Source: an optimization exercise on an open RTL-to-GDS flow (aim: small area, a short achievable clock period and few clock cycles per item). Production flows keep margins and buffers that such runs may drop.

// lwe_keygen_top
module lwe_keygen_top #(
    parameter int unsigned                     Q         = 3329,
    parameter logic [lwe_regs_pkg::ADDR_W-1:0] BASE_ADDR = 32'h4000_6000
) (
    input  logic                            clk,
    input  logic                            rst_n,
    input  logic                            awvalid,
    output logic                            awready,
    input  logic [lwe_regs_pkg::ADDR_W-1:0] awaddr,
    input  logic                            wvalid,
    output logic                            wready,
    input  logic [lwe_regs_pkg::DATA_W-1:0] wdata,
    output logic                            bvalid,
    input  logic                            bready,
    output logic [1:0]                      bresp,
    input  logic                            arvalid,
    output logic                            arready,
    input  logic [lwe_regs_pkg::ADDR_W-1:0] araddr,
    output logic                            rvalid,
    input  logic                            rready,
    output logic [lwe_regs_pkg::DATA_W-1:0] rdata,
    output logic [1:0]                      rresp
);
==> module lwe_keygen_engine, before the edit <==
module lwe_keygen_engine (
    input  logic         clk,
    input  logic         rst_n,
    input  logic [31:0]  wdata,
    input  logic         w_load,
    output logic         w_held_d0,
    input  logic         op_wr,
    input  logic [4:0]   op_idx,
    input  logic         start,
    input  logic [191:0] mat_a,
    input  logic [47:0]  vec_s,
    input  logic [47:0]  vec_e,
    output logic         busy,
    output logic         done,
    output logic [11:0]  wr_data,
    output logic         wr_en,
    output logic [4:0]   wr_idx
);
    logic [31:0] rbuf;
    logic [15:0] ybuf;
    logic        r_v, y_v;
    logic [4:0]  r_idx, y_idx;
    logic [2:0]  cnt;
    logic [1:0]  row;
    logic        ph;
    logic [11:0] a0, a1, b0, b1, ev;
    logic [25:0] addend, esum;
    logic [15:0] fold;
    logic        hazard, step, row_done;
    assign row = cnt[2:1];
    assign ph  = cnt[0];
    assign a0  = mat_a[{row, ph, 1'b0}*12 +: 12];
    assign a1  = mat_a[{row, ph, 1'b1}*12 +: 12];
    assign b0  = ph ? vec_s[24 +: 12] : vec_s[0  +: 12];
    assign b1  = ph ? vec_s[36 +: 12] : vec_s[12 +: 12];
    assign ev  = vec_e[row*12 +: 12];
    assign addend = ph ? rbuf[25:0] : {14'b0, ev};
    lwe_macc2 u_macc (
        .a0(a0), .b0(b0), .a1(a1), .b1(b1), .c(addend), .y(esum)
    );
    lwe_fold32 u_fold32 (.x(rbuf), .y(fold));
    lwe_fold16 u_fold16 (.y(ybuf), .r(wr_data));
    assign hazard   = (cnt == 3'd0) && y_v &&
                      (y_idx == 5'd0 || y_idx == 5'd1 || y_idx == 5'd16 ||
                       y_idx == 5'd17 || y_idx == 5'd20);
    assign step     = busy && !hazard;
    assign row_done = step && ph;
    always_ff @(posedge clk) begin
        if (busy) begin
            rbuf <= {6'b0, esum};
        end else if (w_load) begin
            rbuf <= wdata;
        end
        ybuf  <= fold;
        r_idx <= busy ? {3'b110, row} : op_idx;
        y_idx <= r_idx;
    end
    assign w_held_d0 = rbuf[0];
    assign wr_en     = y_v;
    assign wr_idx    = y_idx;
    always_ff @(posedge clk or negedge rst_n) begin
        if (!rst_n) begin
            busy <= 1'b0;
            done <= 1'b0;
            cnt  <= 3'd0;
            r_v  <= 1'b0;
            y_v  <= 1'b0;
        end else begin
            r_v <= op_wr || row_done;
            y_v <= r_v;
            if (start) begin
                busy <= 1'b1;
                done <= 1'b0;
                cnt  <= 3'd0;
            end else if (step) begin
                cnt <= cnt + 3'd1;
                if (cnt == 3'd7) begin
                    busy <= 1'b0;
                    done <= 1'b1;
                end
            end
        end
    end
endmodule
Settings: LEC_CHECK=0, CAP_MARGIN=20, CORE_MARGIN=2, CORE_UTILIZATION=40, PLACE_DENSITY=0.6, SETUP_SLACK_MARGIN=1.5, SLEW_MARGIN=20; clock period 30.0 ns.
run.sh (not shown) runs the stock make flow with config.mk's settings and CLKGATE_MAP_FILE= SYNTH_SCRIPT=/design/flow/synth_recipe.tcl, a recipe that flattens the netlist after the stock synthesis.
The first run finished with timing, DRC and antenna clean.
==> next run, changes <==
--- a/flow/design.v
+++ b/flow/design.v
@@ -221,28 +221,29 @@
     logic [4:0]  r_idx, y_idx;
     logic [2:0]  cnt;
-    logic [1:0]  row;
-    logic        ph;
-    logic [11:0] a0, a1, b0, b1, ev;
+    logic [1:0]  wait_n;
+    logic [2:0]  nxt;
+    logic [11:0] op_a0, op_a1, op_b0, op_b1, op_e;
     logic [25:0] addend, esum;
     logic [15:0] fold;
     logic        hazard, step, row_done;
-    assign row = cnt[2:1];
-    assign ph  = cnt[0];
-    assign a0  = mat_a[{row, ph, 1'b0}*12 +: 12];
-    assign a1  = mat_a[{row, ph, 1'b1}*12 +: 12];
-    assign b0  = ph ? vec_s[24 +: 12] : vec_s[0  +: 12];
-    assign b1  = ph ? vec_s[36 +: 12] : vec_s[12 +: 12];
-    assign ev  = vec_e[row*12 +: 12];
-    assign addend = ph ? rbuf[25:0] : {14'b0, ev};
+    assign nxt = cnt + {2'b0, step};
+    always_ff @(posedge clk) begin
+        op_a0 <= mat_a[{nxt, 1'b0}*12 +: 12];
+        op_a1 <= mat_a[{nxt, 1'b1}*12 +: 12];
+        op_b0 <= nxt[0] ? vec_s[24 +: 12] : vec_s[0  +: 12];
+        op_b1 <= nxt[0] ? vec_s[36 +: 12] : vec_s[12 +: 12];
+        op_e  <= vec_e[nxt[2:1]*12 +: 12];
+    end
+    assign addend = cnt[0] ? rbuf[25:0] : {14'b0, op_e};
     lwe_macc2 u_macc (
-        .a0(a0), .b0(b0), .a1(a1), .b1(b1), .c(addend), .y(esum)
+        .a0(op_a0), .b0(op_b0), .a1(op_a1), .b1(op_b1), .c(addend), .y(esum)
     );
     lwe_fold32 u_fold32 (.x(rbuf), .y(fold));
     lwe_fold16 u_fold16 (.y(ybuf), .r(wr_data));
-    assign hazard   = (cnt == 3'd0) && y_v &&
-                      (y_idx == 5'd0 || y_idx == 5'd1 || y_idx == 5'd16 ||
-                       y_idx == 5'd17 || y_idx == 5'd20);
-    assign step     = busy && !hazard;
-    assign row_done = step && ph;
+    assign hazard = (r_v && (r_idx[4:2] == 3'b000 || r_idx[4:2] == 3'b100 || r_idx == 5'd20)) ||
+                    (y_v && (y_idx == 5'd0 || y_idx == 5'd1 || y_idx == 5'd16 ||
+                             y_idx == 5'd17 || y_idx == 5'd20));
+    assign step     = busy && (wait_n == 2'd0);
+    assign row_done = step && cnt[0];
     always_ff @(posedge clk) begin
         if (busy) begin
@@ -252,5 +253,5 @@
         end
         ybuf  <= fold;
-        r_idx <= busy ? {3'b110, row} : op_idx;
+        r_idx <= busy ? {3'b110, cnt[2:1]} : op_idx;
         y_idx <= r_idx;
     end
@@ -260,17 +261,21 @@
     always_ff @(posedge clk or negedge rst_n) begin
         if (!rst_n) begin
-            busy <= 1'b0;
-            done <= 1'b0;
-            cnt  <= 3'd0;
-            r_v  <= 1'b0;
-            y_v  <= 1'b0;
+            busy   <= 1'b0;
+            done   <= 1'b0;
+            cnt    <= 3'd0;
+            wait_n <= 2'd0;
+            r_v    <= 1'b0;
+            y_v    <= 1'b0;
         end else begin
             r_v <= op_wr || row_done;
             y_v <= r_v;
             if (start) begin
-                busy <= 1'b1;
-                done <= 1'b0;
-                cnt  <= 3'd0;
-            end else if (step) begin
+                busy   <= 1'b1;
+                done   <= 1'b0;
+                wait_n <= hazard ? 2'd2 : 2'd0;
+            end else if (wait_n != 2'd0) begin
+                wait_n <= wait_n - 2'd1;
+            end
+            if (step) begin
                 cnt <= cnt + 3'd1;
                 if (cnt == 3'd7) begin
=> The new run finished clean; hold slack improved by 25 ps; utilization fell by 0.55 points; first-iteration DRC count fell by about 7%; non-clock buffer count fell by 39; die area rose by 4.4%; final cell count rose by 1.4%.
No run of this note included a check of the RTL's function; only the layout flow was run.

==> what the ideal ports hide <==
The flow's constraints put no driver on any port. The routed layouts listed below were extracted and timed again, unchanged, in two steps. Step 1, drivers: a clkbuf_16 drives clk and a buf_2 each remaining input, both assumed. Step 2, shift: input delay + t, output delay - t, t = (earliest + latest rising clock arrival at the registers) / 2. This alone moves slack from input paths to output paths. a / b / c = ideal ports / drivers / drivers and shift; a / b = the first two.
run | t, ns | setup WS [ns] | clock arrival spread, ns
the first run | 0.665 | 20.472 / 20.472 / 20.472 | 0.052 / 0.053
the second run | 0.702 | 22.282 / 22.327 / 21.625 | 0.060 / 0.060
After both steps setup and hold are still met in every run listed. The setup slack of the second run, which loses most, moves by +0.045 ns with the drivers and by -0.657 ns with both steps.
